From an optimization exercise on the open Yosys and OpenROAD flow, aimed at small area, a short achievable clock period and few clock cycles; shortcuts taken in it are not production practice.
Where RTL was checked, it was by simulation tests only, not by an equivalence proof against the original.

## the baseline
// ntwrk_size_tracker
module ntwrk_size_tracker
#(
    parameter int NUM_CONNS  = 8,
    parameter int NUM_POINTS = 1000,
    parameter int SIZE_W     = $clog2(NUM_POINTS) + 1,
    parameter int TOP_K      = 3,
    parameter int PROD_W     = SIZE_W * TOP_K
) (
    input  logic              clk,
    input  logic              rst,
    input  logic              cmd_vld,
    output logic              cmd_rdy,
    input  ntwrk_size_pkg::ntwrk_size_cmd_t cmd,
    output logic              rsp_vld,
    input  logic              rsp_rdy,
    output logic [PROD_W-1:0] rsp_data,
    output logic              rsp_is_prod,
    output logic              busy,
    output logic              err
);
    localparam int N  = 8;
    localparam int W  = 11;
    localparam int R  = 3;                
    localparam int ND = (W + R - 1) / R;  
    localparam int PW = 33;
    typedef enum logic [2:0] {E_IDLE, E_P1, E_P2, E_P3, E_MUL} eng_e;
    logic [W-1:0] size_q [N];
    logic         err_q;
    logic         rdy_q;
    logic         pend_q, pend_upd_q;
    logic [W-1:0] pend_v_q;
    eng_e         eng_q;
    logic [W-1:0] t0_q, t1_q, t2_q;
    logic [N-1:0] excl_q;
    logic         ebusy_q, dirty_q, pia_q;
    logic         ph2_q, first_q;
    logic [1:0]   k_q;
    logic         rsp_vld_q, rsp_prod_q;
    logic [PW-1:0] acc_q;
    logic         mx_q;
    logic [2:0]   mxa_q, mxb_q;
    logic [W-1:0] pa_q, pb_q;
    logic rsp_free;
    assign rsp_free = !rsp_vld_q || rsp_rdy;
    assign cmd_rdy     = rdy_q;
    assign busy        = !rdy_q;
    assign rsp_vld     = rsp_vld_q;
    assign rsp_is_prod = rsp_prod_q;
    assign rsp_data    = acc_q;
    logic [W:0]   m_sum;
    logic [W-1:0] m_val;
    logic         m_err;
    assign m_sum = {1'b0, pa_q} + {1'b0, pb_q};
    assign m_val = m_sum[W] ? {W{1'b1}} : m_sum[W-1:0];
    assign m_err = mx_q && m_sum[W];
    assign err   = err_q || m_err;
  ...
Settings: LEC_CHECK=0, CAP_MARGIN=20, CORE_MARGIN=2, CORE_UTILIZATION=40, SETUP_SLACK_MARGIN=3, SLEW_MARGIN=20; clock period 10.0 ns.
run.sh (not shown) runs the stock make flow with config.mk's settings and CLKGATE_MAP_FILE= SYNTH_SCRIPT=/design/flow/synth_recipe.tcl, a recipe that flattens the netlist after the stock synthesis.
Here is what was changed in the inputs of the candidate compared with the baseline.
diff --git a/flow/design.v b/flow/design.v
--- a/flow/design.v
+++ b/flow/design.v
@@ -125,49 +125,44 @@
         for (int i = 0; i < N; i++) begin
             we_new[i] = acc_cmd && is_new && a_in && (ca[2:0] == 3'(i));
             we_w[i]   = acc_cmd && is_wr && wr_ok &&
                         (is_wrb ? (cb[2:0] == 3'(i)) : (ca[2:0] == 3'(i)));
             we_ma[i]  = mx_q && (mxa_q == 3'(i));
             we_mb[i]  = mx_q && (mxb_q == 3'(i));
         end
     end
     logic [W-1:0] lk_val;
     assign lk_val = a_in ? sa : '0;
-    logic [W:0]   key [N];
-    logic [N-1:0] win;
-    logic [W:0]   gk [2];
-    logic [3:0]   gw [2];
+    logic [N-1:0] excl, win;
+    assign excl = excl_q & {N{ebusy_q}};
+    logic [W:0]   k1 [4];
+    logic [2:0]   x1 [4];
+    logic [W:0]   k2 [2];
+    logic [2:0]   x2 [2];
     logic [W:0]   k3;
-    always_comb begin
-        for (int i = 0; i < N; i++) key[i] = {!(excl_q[i] && ebusy_q), size_q[i]};
-        for (int g = 0; g < 2; g++) begin
-            logic c01, c02, c03, c12, c13, c23;
-            c01 = key[4*g+1] > key[4*g];
-            c02 = key[4*g+2] > key[4*g];
-            c03 = key[4*g+3] > key[4*g];
-            c12 = key[4*g+2] > key[4*g+1];
-            c13 = key[4*g+3] > key[4*g+1];
-            c23 = key[4*g+3] > key[4*g+2];
-            gw[g][0] = !c01 && !c02 && !c03;
-            gw[g][1] =  c01 && !c12 && !c13;
-            gw[g][2] =  c02 &&  c12 && !c23;
-            gw[g][3] =  c03 &&  c13 &&  c23;
-            gk[g] = '0;
-            for (int j = 0; j < 4; j++) gk[g] = gk[g] | (key[4*g+j] & {(W+1){gw[g][j]}});
-        end
-        if (gk[1] > gk[0]) begin
-            k3  = gk[1];
-            win = {gw[1], 4'b0};
-        end else begin
-            k3  = gk[0];
-            win = {4'b0, gw[0]};
-        end
+    logic [2:0]   x3;
+    always_comb begin
+        for (int p = 0; p < 4; p++) begin
+            logic [W:0] kl, kr;
+            kl = {!excl[2*p],   size_q[2*p]};
+            kr = {!excl[2*p+1], size_q[2*p+1]};
+            if (kr > kl) begin k1[p] = kr; x1[p] = 3'(2*p+1); end
+            else         begin k1[p] = kl; x1[p] = 3'(2*p);   end
+        end
+        for (int p = 0; p < 2; p++) begin
+            if (k1[2*p+1] > k1[2*p]) begin k2[p] = k1[2*p+1]; x2[p] = x1[2*p+1]; end
+            else                     begin k2[p] = k1[2*p];   x2[p] = x1[2*p];   end
+        end
+        if (k2[1] > k2[0]) begin k3 = k2[1]; x3 = x2[1]; end
+        else               begin k3 = k2[0]; x3 = x2[0]; end
+        win = '0;
+        win[x3] = 1'b1;
     end
     logic [W-1:0]    x_lo, y_op;
     logic [2*W-1:0]  x_op;
     logic [ND*R-1:0] y_pad;
     logic [1:0]      msd, k_eff;
     logic [R-1:0]    dig;
     logic [PW-1:0]   acc_next;
     logic            mul_go, mul_last;
     assign x_lo  = {t0_q[W-1:1], t0_q[0] | ~|t0_q};
     assign x_op  = ph2_q ? {t1_q, t0_q} : {{W{1'b0}}, x_lo};
==> notes.md <==
The candidate: full flow OK, the timing, design-rule and antenna checks passed. Met1 wire length (the candidate vs. the baseline) decreases by a little under 10%. Lower fraction of area in clock buffers and inverters among the candidate and the baseline: the baseline. When the final numbers for the candidate and the baseline were put side by side, the overall die height turned out to be greater in the baseline. Diff the baseline -> the candidate: die outline area fell about 7%; met1 usage in global routing about even; cell area fell about 4.5%. When the candidate is set beside the baseline, its share of synthesized cell area in full adder, half adder and majority cells turns out to be 3.2 points smaller. Changes observed in the candidate relative to the baseline: worst setup slack went down 170 ps, mean cell area of the mapped netlist fell about 1.3%.
Function was not checked in any run of this note: the RTL went through the layout flow alone.

* * *

Setup of v10:
The RTL this note starts from:
==> flow/design.v <==
package ntwrk_size_pkg;
    localparam int NTWRK_ID_W = 4;
    typedef enum logic [2:0] {
        CMD_IGNORE = 3'd0,
        CMD_NEW    = 3'd1,
        CMD_WR_A   = 3'd2,
        CMD_WR_B   = 3'd3,
        CMD_MERGE  = 3'd4,
        CMD_LOOKUP = 3'd5,
        CMD_UPDATE = 3'd6,
        CMD_RSVD   = 3'd7
    } ntwrk_cmd_id_e;
    typedef struct packed {
        logic [NTWRK_ID_W-1:0] ntwrkb;
        logic [NTWRK_ID_W-1:0] ntwrka;
        ntwrk_cmd_id_e         id;
    } ntwrk_size_cmd_t;
endpackage
import ntwrk_size_pkg::*;
module ntwrk_size_tracker
#(
    parameter int NUM_CONNS  = 8,
    parameter int NUM_POINTS = 1000,
    parameter int SIZE_W     = $clog2(NUM_POINTS) + 1,
    parameter int TOP_K      = 3,
    parameter int PROD_W     = SIZE_W * TOP_K
) (
    input  logic              clk,
    input  logic              rst,
    input  logic              cmd_vld,
    output logic              cmd_rdy,
    input  ntwrk_size_pkg::ntwrk_size_cmd_t cmd,
    output logic              rsp_vld,
    input  logic              rsp_rdy,
    output logic [PROD_W-1:0] rsp_data,
    output logic              rsp_is_prod,
    output logic              busy,
    output logic              err
);
    localparam int N  = 8;
    localparam int W  = 11;
    localparam int R  = 3;                
    localparam int ND = (W + R - 1) / R;  
    localparam int PW = 33;
    typedef enum logic [1:0] {E_IDLE, E_P2, E_P3, E_MUL} eng_e;
    logic [W-1:0] size_q [N];
    logic [N-1:0] vld;
    logic         err_q;
    logic         rdy_q;
    logic         pend_q, pend_upd_q;
    logic [W-1:0] pend_v_q;
    eng_e         eng_q;
    logic [W-1:0] t0_q, t1_q, t2_q;
    logic [N-1:0] excl_q;
    logic         ebusy_q, dirty_q, pia_q;
    logic         ph2_q, first_q;
    logic [1:0]   k_q;
    logic         rsp_vld_q, rsp_prod_q;
    logic [PW-1:0] acc_q;
    always_comb for (int i = 0; i < N; i++) vld[i] = |size_q[i];
    logic rsp_free;
    assign rsp_free = !rsp_vld_q || rsp_rdy;
    assign cmd_rdy     = rdy_q;
    assign busy        = !rdy_q;
    assign err         = err_q;
    assign rsp_vld     = rsp_vld_q;
    assign rsp_is_prod = rsp_prod_q;
    assign rsp_data    = acc_q;
    logic [2:0] op;
    logic [3:0] ca, cb;
    logic       acc_cmd;
    assign op      = cmd.id;
    assign ca      = cmd.ntwrka;
    assign cb      = cmd.ntwrkb;
    assign acc_cmd = cmd_vld && rdy_q;
    logic is_new, is_wr, is_mrg, is_lkp, is_upd, is_rsv;
    assign is_new = (op == CMD_NEW);
    assign is_wr  = (op == CMD_WR_A) || (op == CMD_WR_B);
    assign is_mrg = (op == CMD_MERGE);
    assign is_lkp = (op == CMD_LOOKUP);
    assign is_upd = (op == CMD_UPDATE);
    assign is_rsv = (op == CMD_RSVD);
    logic is_wrb;
    assign is_wrb = (op == CMD_WR_B);
    logic [W-1:0] sa, sb, addend, wdata;
    logic [W:0]   sum;
    logic [W-1:0] opnd;
    assign sa     = size_q[ca[2:0]];
    assign sb     = size_q[cb[2:0]];
    assign opnd   = is_wrb ? sb : sa;
    assign addend = is_mrg ? sb : W'(1);
    assign sum    = {1'b0, opnd} + {1'b0, addend};
    assign wdata  = sum[W] ? {W{1'b1}} : sum[W-1:0];
    logic ra_ok, a_in, b_in, va, vb, ab_eq, mrg_ok;
    assign a_in   = !ca[3];
    assign b_in   = !cb[3];
    assign ra_ok  = is_wrb ? (b_in && vb) : (a_in && va);
    assign va     = vld[ca[2:0]];
    assign vb     = vld[cb[2:0]];
    assign ab_eq  = (ca == cb);
    assign mrg_ok = a_in && b_in && va && vb;
    logic cmd_err;
    always_comb begin
        cmd_err = 1'b0;
        if (is_new) cmd_err = !a_in || va;
        if (is_wr)  cmd_err = !ra_ok || sum[W];
        if (is_mrg) cmd_err = !ab_eq && (!mrg_ok || sum[W]);
        if (is_rsv) cmd_err = 1'b1;
    end
    logic [N-1:0] we_new, we_w, we_clr;
    always_comb begin
        for (int i = 0; i < N; i++) begin
            we_new[i] = acc_cmd && is_new && a_in && (ca[2:0] == 3'(i));
            we_w[i]   = acc_cmd && ((is_wr && ra_ok) || (is_mrg && !ab_eq && mrg_ok))
                        && (is_wrb ? (cb[2:0] == 3'(i)) : (ca[2:0] == 3'(i)));
            we_clr[i] = acc_cmd && is_mrg && !ab_eq && mrg_ok && (cb[2:0] == 3'(i));
        end
    end
    logic [W-1:0] lk_val;
    assign lk_val = ca[3] ? '0 : sa;
    logic [W:0]   key [N];
    logic [W:0]   pk [4];
    logic [3:0]   pc, gw;
    logic [N-1:0] win;
    logic [W:0]   k3;
    always_comb begin
        logic c01, c02, c03, c12, c13, c23;
        for (int i = 0; i < N; i++) key[i] = {!(excl_q[i] && ebusy_q), size_q[i]};
        for (int p = 0; p < 4; p++) begin
            pc[p] = key[2*p+1] > key[2*p];
            pk[p] = pc[p] ? key[2*p+1] : key[2*p];
        end
        c01 = pk[1] > pk[0];
        c02 = pk[2] > pk[0];
        c03 = pk[3] > pk[0];
        c12 = pk[2] > pk[1];
        c13 = pk[3] > pk[1];
        c23 = pk[3] > pk[2];
        gw[0] = !c01 && !c02 && !c03;
        gw[1] =  c01 && !c12 && !c13;
        gw[2] =  c02 &&  c12 && !c23;
        gw[3] =  c03 &&  c13 &&  c23;
        k3 = '0;
        for (int p = 0; p < 4; p++) begin
            k3 = k3 | (pk[p] & {(W+1){gw[p]}});
            win[2*p]   = gw[p] && !pc[p];
            win[2*p+1] = gw[p] &&  pc[p];
        end
    end
    logic [W-1:0]    x_lo, y_op;
    logic [2*W-1:0]  x_op;
    logic [ND*R-1:0] y_pad;
    logic [1:0]      msd, k_eff;
    logic [R-1:0]    dig;
    logic [PW-1:0]   acc_next;
    logic            mul_go, mul_last;
    assign x_lo  = {t0_q[W-1:1], t0_q[0] | ~|t0_q};
    assign x_op  = ph2_q ? {t1_q, t0_q} : {{W{1'b0}}, x_lo};
    assign y_op  = ph2_q ? {t2_q[W-1:1], t2_q[0] | ~|t2_q}
                         : {t1_q[W-1:1], t1_q[0] | ~|t1_q};
    assign y_pad = (ND*R)'(y_op);
    always_comb begin
        msd = '0;
        for (int d = 1; d < ND; d++) if (|y_pad[d*R +: R]) msd = 2'(d);
    end
    assign k_eff    = first_q ? msd : k_q;
    assign dig      = y_pad[k_eff*R +: R];
    assign acc_next = (first_q ? '0 : (acc_q << R))
                    + PW'(x_op & {(2*W){dig[0]}})
                    + (PW'(x_op & {(2*W){dig[1]}}) << 1)
                    + (PW'(x_op & {(2*W){dig[2]}}) << 2);
    assign mul_go   = (eng_q == E_P3 || eng_q == E_MUL) && (!rsp_vld_q || rsp_rdy);
    assign mul_last = (k_eff == 2'd0);
    logic chg, cache_ok;
    assign chg      = |{we_new, we_w, we_clr};
    assign cache_ok = pia_q && !dirty_q;
    logic idle, lk_direct, up_direct, up_start, cmd_hold, pend_lk_go, pend_up_go, pend_up_start;
    assign idle          = (eng_q == E_IDLE);
    assign lk_direct     = acc_cmd && is_lkp && idle && rsp_free;
    assign up_direct     = acc_cmd && is_upd && idle && cache_ok && rsp_free;
    assign up_start      = acc_cmd && is_upd && idle && !cache_ok;
    assign cmd_hold      = acc_cmd && ((is_lkp && !(idle && rsp_free)) ||
                                       (is_upd && !(idle && (rsp_free || !cache_ok))));
    assign pend_lk_go    = pend_q && !pend_upd_q && idle && rsp_free;
    assign pend_up_go    = pend_q &&  pend_upd_q && idle && cache_ok && rsp_free;
    assign pend_up_start = pend_q &&  pend_upd_q && idle && !cache_ok;
    eng_e eng_d;
    logic pend_d;
    always_comb begin
        eng_d = eng_q;
        case (eng_q)
            E_IDLE: if (up_start || pend_up_start) eng_d = E_P2;
            E_P2:   eng_d = E_P3;
            E_P3:   eng_d = (mul_go && mul_last && ph2_q) ? E_IDLE : E_MUL;
            E_MUL:  if (mul_go && mul_last && ph2_q) eng_d = E_IDLE;
            default: eng_d = E_IDLE;
        endcase
        pend_d = pend_q;
        if (cmd_hold) pend_d = 1'b1;
        else if (pend_lk_go || pend_up_go || pend_up_start) pend_d = 1'b0;
    end
    always_ff @(posedge clk or posedge rst) begin
        if (rst) begin
            for (int i = 0; i < N; i++) size_q[i] <= '0;
            err_q      <= 1'b0;
            rdy_q      <= 1'b1;
            pend_q     <= 1'b0;
            pend_upd_q <= 1'b0;
            eng_q      <= E_IDLE;
            ebusy_q    <= 1'b0;
            ph2_q      <= 1'b0;
            first_q    <= 1'b1;
            dirty_q    <= 1'b1;
            pia_q      <= 1'b0;
            rsp_vld_q  <= 1'b0;
            rsp_prod_q <= 1'b0;
        end else begin
            for (int i = 0; i < N; i++) begin
                if (we_new[i])      size_q[i] <= W'(2);
                else if (we_w[i])   size_q[i] <= wdata;
                else if (we_clr[i]) size_q[i] <= '0;
            end
            if (acc_cmd && cmd_err) err_q <= 1'b1;
            pend_q <= pend_d;
            if (cmd_hold) pend_upd_q <= is_upd;
            rdy_q  <= !pend_d && (eng_d != E_P2);
            eng_q   <= eng_d;
            ebusy_q <= (eng_d != E_IDLE);
            if (chg) dirty_q <= 1'b1;
            else if (eng_d == E_P2 && idle) dirty_q <= 1'b0;
            if (mul_go) begin
                first_q <= mul_last;
                if (mul_last) ph2_q <= !ph2_q;
            end
            if (lk_direct || pend_lk_go) begin
                rsp_prod_q <= 1'b0;
                rsp_vld_q  <= 1'b1;
                pia_q      <= 1'b0;
            end else if ((mul_go && mul_last && ph2_q) || up_direct || pend_up_go) begin
                rsp_prod_q <= 1'b1;
                rsp_vld_q  <= 1'b1;
                pia_q      <= 1'b1;
            end else if (rsp_rdy) begin
                rsp_vld_q  <= 1'b0;
            end
        end
    end
    always_ff @(posedge clk) begin
        if (cmd_hold) pend_v_q <= lk_val;
        case (eng_q)
            E_IDLE: begin
                t0_q   <= k3[W-1:0];
                excl_q <= win;
            end
            E_P2: begin
                t1_q   <= k3[W-1:0];
                excl_q <= excl_q | win;
            end
            E_P3: t2_q <= k3[W-1:0];
            default: ;
        endcase
        if (mul_go) begin
            acc_q <= acc_next;
            k_q   <= k_eff - 2'd1;
            if (mul_last && !ph2_q) begin
                t0_q <= acc_next[W-1:0];
                t1_q <= acc_next[2*W-1:W];
            end
        end
        if (lk_direct)  acc_q <= PW'(lk_val);
        if (pend_lk_go) acc_q <= PW'(pend_v_q);
    end
endmodule
clock: 10.0 ns
lec_check: 0
cap_margin: 20
core_margin: 2
core_utilization: 40
setup_slack_margin: 4
slew_margin: 20
Changes in v27 relative to v10:
--- a/flow/design.v
+++ b/flow/design.v
@@ -116,38 +116,34 @@
             we_clr[i] = acc_cmd && is_mrg && !ab_eq && mrg_ok && (cb[2:0] == 3'(i));
         end
     end
     logic [W-1:0] lk_val;
     assign lk_val = ca[3] ? '0 : sa;
-    logic [W:0]   key [N];
-    logic [W:0]   pk [4];
-    logic [3:0]   pc, gw;
-    logic [N-1:0] win;
+    logic [N-1:0] excl, win;
+    assign excl = excl_q & {N{ebusy_q}};
+    logic [W:0]   k1 [4];
+    logic [2:0]   x1 [4];
+    logic [W:0]   k2 [2];
+    logic [2:0]   x2 [2];
     logic [W:0]   k3;
-    always_comb begin
-        logic c01, c02, c03, c12, c13, c23;
-        for (int i = 0; i < N; i++) key[i] = {!(excl_q[i] && ebusy_q), size_q[i]};
+    logic [2:0]   x3;
+    always_comb begin
         for (int p = 0; p < 4; p++) begin
-            pc[p] = key[2*p+1] > key[2*p];
-            pk[p] = pc[p] ? key[2*p+1] : key[2*p];
-        end
-        c01 = pk[1] > pk[0];
-        c02 = pk[2] > pk[0];
-        c03 = pk[3] > pk[0];
-        c12 = pk[2] > pk[1];
-        c13 = pk[3] > pk[1];
-        c23 = pk[3] > pk[2];
-        gw[0] = !c01 && !c02 && !c03;
-        gw[1] =  c01 && !c12 && !c13;
-        gw[2] =  c02 &&  c12 && !c23;
-        gw[3] =  c03 &&  c13 &&  c23;
-        k3 = '0;
-        for (int p = 0; p < 4; p++) begin
-            k3 = k3 | (pk[p] & {(W+1){gw[p]}});
-            win[2*p]   = gw[p] && !pc[p];
-            win[2*p+1] = gw[p] &&  pc[p];
-        end
+            logic [W:0] kl, kr;
+            kl = {!excl[2*p],   size_q[2*p]};
+            kr = {!excl[2*p+1], size_q[2*p+1]};
+            if (kr > kl) begin k1[p] = kr; x1[p] = 3'(2*p+1); end
+            else         begin k1[p] = kl; x1[p] = 3'(2*p);   end
+        end
+        for (int p = 0; p < 2; p++) begin
+            if (k1[2*p+1] > k1[2*p]) begin k2[p] = k1[2*p+1]; x2[p] = x1[2*p+1]; end
+            else                     begin k2[p] = k1[2*p];   x2[p] = x1[2*p];   end
+        end
+        if (k2[1] > k2[0]) begin k3 = k2[1]; x3 = x2[1]; end
+        else               begin k3 = k2[0]; x3 = x2[0]; end
+        win = '0;
+        win[x3] = 1'b1;
     end
     logic [W-1:0]    x_lo, y_op;
     logic [2*W-1:0]  x_op;
     logic [ND*R-1:0] y_pad;
     logic [1:0]      msd, k_eff;
@@ -163,14 +159,11 @@
         msd = '0;
         for (int d = 1; d < ND; d++) if (|y_pad[d*R +: R]) msd = 2'(d);
     end
     assign k_eff    = first_q ? msd : k_q;
     assign dig      = y_pad[k_eff*R +: R];
-    assign acc_next = (first_q ? '0 : (acc_q << R))
-                    + PW'(x_op & {(2*W){dig[0]}})
-                    + (PW'(x_op & {(2*W){dig[1]}}) << 1)
-                    + (PW'(x_op & {(2*W){dig[2]}}) << 2);
+    assign acc_next = (first_q ? '0 : (acc_q << R)) + PW'(x_op * dig);
     assign mul_go   = (eng_q == E_P3 || eng_q == E_MUL) && (!rsp_vld_q || rsp_rdy);
     assign mul_last = (k_eff == 2'd0);
     logic chg, cache_ok;
     assign chg      = |{we_new, we_w, we_clr};
     assign cache_ok = pia_q && !dirty_q;
--- outcome ---
From v10 to v27 the numbers moved as follows: area growth from synthesis to final layout rose 13 points; share of the final layout cell area in multi-input gates fell by 0.52 points; actual slew at the worst max-slew pin went down; post-synthesis compound-gate area fraction up 1.8 points; adder and majority cell fraction of the synthesized area fell 1.7 points. What v27 reported for non-clock buffer count has to be multiplied by 0.56 to get the figure for v10. Diff v10 -> v27: final hold slack shows a reduction of 0.0031 ns, total wirelength of the detailed-routed design increased about 2.3%, post-CTS setup repair buffer count moved up. Summary of the comparison: proportion of synthesized area in mux cells is higher in v27, relative to v10.
Testbench counts of v27, summed over its fixed seeds: cycles 6,298.
Only the layout flow was run in v10; the RTL was not checked for function there.

==> re-timing with driven ports <==
The flow's constraints put no driver on any port. The routed layouts listed below were extracted and timed again, unchanged, in two steps. Step 1: set_driving_cell puts a clkbuf_16 on clk and a buf_2 on each other input, an assumption about the parent block. Step 2 moves the port delays by t, midway between the first and last clock arrival at a register: inputs arrive t later, outputs are due t later. That takes back most of the time a late clock gives input paths. Slacks: ideal ports / drivers / drivers and shift; pairs: ideal ports / drivers.
| run | t (ns) | setup WS [ns] | hold WS [ns] | worst data-port slew with drivers (ns) |
|---|---|---|---|---|
| the baseline | 0.623 | 3.392 / 3.392 / 3.392 | 0.462 / 0.462 / 0.462 | 0.04 |
| the candidate | 0.625 | 3.219 / 3.219 / 2.974 | 0.456 / 0.456 / 0.456 | 0.04 |
| v10 | 0.524 | 3.998 / 3.998 / 3.756 | 0.475 / 0.475 / 0.475 | 0.06 |
| v27 | 0.561 | 3.600 / 3.600 / 3.600 | 0.472 / 0.472 / 0.472 | 0.04 |
After both steps every run listed still meets setup and hold. For the candidate, which loses most, drivers alone change the setup slack by 0.000 ns; drivers and shift together by -0.245 ns.
